Source: an optimization exercise on an open RTL-to-GDS flow (aim: small area). Production flows keep margins and buffers that such runs may drop. The RTL was checked by simulation tests, not by an equivalence proof against the original design.

// segmental_snr_meter
module segmental_snr_meter
#(
	parameter int MAX_FRAME_LENGTH = 4096
) (
	input  logic        clk,
	input  logic        arst_n,
	input  logic        s_axis_tvalid,
	output logic        s_axis_tready,
	input  logic [31:0] s_axis_tdata,   
	input  logic        s_axis_tlast,
	output logic        m_axis_tvalid,
	input  logic        m_axis_tready,
	output logic [31:0] m_axis_tdata,   
	output logic [1:0]  m_axis_tuser,   
	input  logic        cfg_valid,
	output logic        cfg_ready,
	input  logic [12:0] cfg_data
);
	localparam logic [17:0] CMul = 18'(ssnr_pkg::DbPerLog2Q16);
	localparam logic [4:0] S_IDLE  = 5'd0;
	localparam logic [4:0] S_FS    = 5'd1;
	localparam logic [4:0] S_FE    = 5'd2;
	localparam logic [4:0] S_LOGN  = 5'd3;
	localparam logic [4:0] S_LOGI  = 5'd4;
	localparam logic [4:0] S_LOADE = 5'd5;
	localparam logic [4:0] S_RATIO = 5'd6;
	localparam logic [4:0] S_DIFF  = 5'd7;
	localparam logic [4:0] S_MUL   = 5'd8;
	localparam logic [4:0] S_RND   = 5'd9;
	localparam logic [4:0] S_DADD  = 5'd10;
	localparam logic [4:0] S_NINC  = 5'd11;
	localparam logic [4:0] S_TS    = 5'd12;
	localparam logic [4:0] S_SNR   = 5'd13;
	localparam logic [4:0] S_SEG0  = 5'd14;
	localparam logic [4:0] S_DX1   = 5'd15;
	localparam logic [4:0] S_DX2   = 5'd16;
	localparam logic [4:0] S_DIV   = 5'd17;
	localparam logic [4:0] S_SEG   = 5'd18;
	localparam logic [4:0] S_OUT   = 5'd19;
	localparam logic [4:0] S_SAVE  = 5'd20;
	localparam logic [2:0] A_ZERO = 3'd0;
	localparam logic [2:0] A_R    = 3'd1;
	localparam logic [2:0] A_SQ0  = 3'd2;
	localparam logic [2:0] A_SQ20 = 3'd3;
	localparam logic [2:0] A_KFR  = 3'd4;
	localparam logic [2:0] A_E    = 3'd5;
	localparam logic [2:0] A_RSH  = 3'd6;
	localparam logic [3:0] B_ZERO  = 4'd0;
	localparam logic [3:0] B_SQ0   = 4'd1;
	localparam logic [3:0] B_SQ4   = 4'd2;
	localparam logic [3:0] B_SQH4  = 4'd3;
	localparam logic [3:0] B_S     = 4'd4;
	localparam logic [3:0] B_FE    = 4'd5;
	localparam logic [3:0] B_D     = 4'd6;
	localparam logic [3:0] B_NL    = 4'd7;
	localparam logic [3:0] B_N     = 4'd8;
	localparam logic [3:0] B_CONST = 4'd9;
	logic [4:0]  st;
	logic        mvalid_q, nfr0, ffirst, stopf, a1, b1, c1, sat;
	logic [11:0] lm1, pos;
	logic [1:0]  which;
	logic [2:0]  ph;
  ...
Size: ~2300 cells after synthesis, roughly 380 flip-flops, roughly 88 I/O pins, ~25000 um2 of cells after synthesis.
clock: 15.0 ns
lec_check: 0
cap_margin: 20
core_margin: 2
core_utilization: 40
cts_cluster_diameter: 100
cts_cluster_size: 20
slew_margin: 20
run.sh (not shown) runs the stock make flow with config.mk's settings and CLKGATE_MAP_FILE= SYNTH_SCRIPT=/design/flow/synth_recipe.tcl, a recipe that flattens the netlist after the stock synthesis.
Edit:
--- a/flow/config.mk
+++ b/flow/config.mk
@@ -11,2 +11,2 @@
-export CTS_CLUSTER_DIAMETER = 100
-export CTS_CLUSTER_SIZE = 20
+export CTS_CLUSTER_DIAMETER = 120
+export CTS_CLUSTER_SIZE = 26
- die area stays the same
- critical path depth does not change
Edit:
==> flow/flow/run.sh (new file) <==
#!/bin/bash
set -o pipefail
export BUFFER_PORTS_ARGS="-buffer_cell sky130_fd_sc_hd__buf_1"
bash standard.sh finish > standard.log 2>&1
status=$?
tail -n 40 standard.log
exit $status
==> flow/standard.sh (new file) <==
#!/bin/bash
# synth_recipe.tcl (not shown) runs the flow's synth.tcl, then flattens the netlist and writes it again
# the make line also repeats each setting of config.mk as NAME=value (left out here)
make -C /OpenROAD-flow-scripts/flow DESIGN_CONFIG=/design/flow/config.mk WORK_HOME=/design/flow/orfs CLKGATE_MAP_FILE= SYNTH_SCRIPT=/design/flow/synth_recipe.tcl "${@:-finish}"
--- a/flow/config.mk
+++ b/flow/config.mk
@@ -10 +10 @@
-export CORE_UTILIZATION = 40
+export CORE_UTILIZATION = 60
removed: flow/run.sh
What happened:
- wire length drops by 4.7%
- area after synthesis is unchanged
- clock-buffer cell count climbs by 2
Edit:
--- a/flow/config.mk
+++ b/flow/config.mk
@@ -10 +10 @@
-export CORE_UTILIZATION = 60
+export CORE_UTILIZATION = 40
What happened: Setup slack is worse by 270 ps; area after synthesis stays the same; worst hold slack stays flat; wire length grows by 3.3%; global-route usage went down by 12 points; maximum frequency fell by 1.9%; final cell count climbs by 10%; count of clock-buffer cells in the layout falls by 1.
Edit:
--- a/flow/config.mk
+++ b/flow/config.mk
@@ -8 +8 @@
-export CAP_MARGIN = 20
+export CAP_MARGIN = 5
@@ -13 +13 @@
-export SLEW_MARGIN = 20
+export SLEW_MARGIN = 5
The new run finished with timing, DRC and antenna clean.
Register-to-register slack is better by 60 ps.
Design area is about the same.
Wire length decreases by 0.52%.
Worst hold slack gets better by 5.3 ps.
Worst setup slack improved by 55 ps.
Via count decreases by 0.45%.
Global-route usage barely changes.
Utilization is about the same.
Edit:
==> flow/run.sh (new file) <==
#!/bin/bash
# synth_recipe.tcl (not shown) runs the flow's synth.tcl, then flattens the netlist and writes it again
# the make line also repeats each setting of config.mk as NAME=value (left out here)
make -C /OpenROAD-flow-scripts/flow DESIGN_CONFIG=/design/flow/config.mk WORK_HOME=/design/flow/orfs CLKGATE_MAP_FILE= SYNTH_SCRIPT=/design/flow/synth_recipe.tcl finish
--- a/flow/config.mk
+++ b/flow/config.mk
@@ -8 +8 @@
-export CAP_MARGIN = 5
+export CAP_MARGIN = 20
@@ -11,3 +11 @@
-export CTS_CLUSTER_DIAMETER = 120
-export CTS_CLUSTER_SIZE = 26
-export SLEW_MARGIN = 5
+export SLEW_MARGIN = 20
removed: flow/flow/run.sh
removed: flow/standard.sh
After rerunning: Global-route usage went up by 1.0 points. Via count came out higher by a few percent. Wire length rises by a few percent. Non-clock buffer count is higher by 9. Final area rose by a few percent. Die area is unchanged.

==> re-timing with driven ports <==
No port has a modelled driver above. Below, the same layouts with a new extraction and two added sets of constraints.
Step 1, drivers: a clkbuf_16 drives clk and a buf_2 each remaining input, both assumed.
Step 2, shift: input delay + t, output delay - t, t = (earliest + latest rising clock arrival at the registers) / 2. This alone moves slack from input paths to output paths.
Slacks: ideal / step 1 / step 2; pairs: ideal / step 1.
| run | shift t [ns] | setup slack, ns | worst setup path after step 2 | latest minus earliest clock arrival (ns) | worst slew at a driven data input, ns |
|---|---|---|---|---|---|
| the first run | 0.638 | 0.881 / 0.881 / 0.881 | register to register | 0.029 / 0.030 | 0.06 |
| the second run | 0.607 | 0.877 / 0.877 / 0.877 | register to register | 0.026 / 0.027 | 0.06 |
| the third run | 0.611 | 1.112 / 1.112 / 1.112 | register to register | 0.023 / 0.023 | 0.04 |
| the fourth run | 0.611 | 0.840 / 0.840 / 0.840 | register to register | 0.028 / 0.028 | 0.06 |
| the fifth run | 0.601 | 0.895 / 0.895 / 0.895 | register to register | 0.025 / 0.025 | 0.06 |
| the sixth run | 0.645 | 0.820 / 0.820 / 0.820 | register to register | 0.015 / 0.015 | 0.06 |
After both steps every run listed still meets setup and hold.
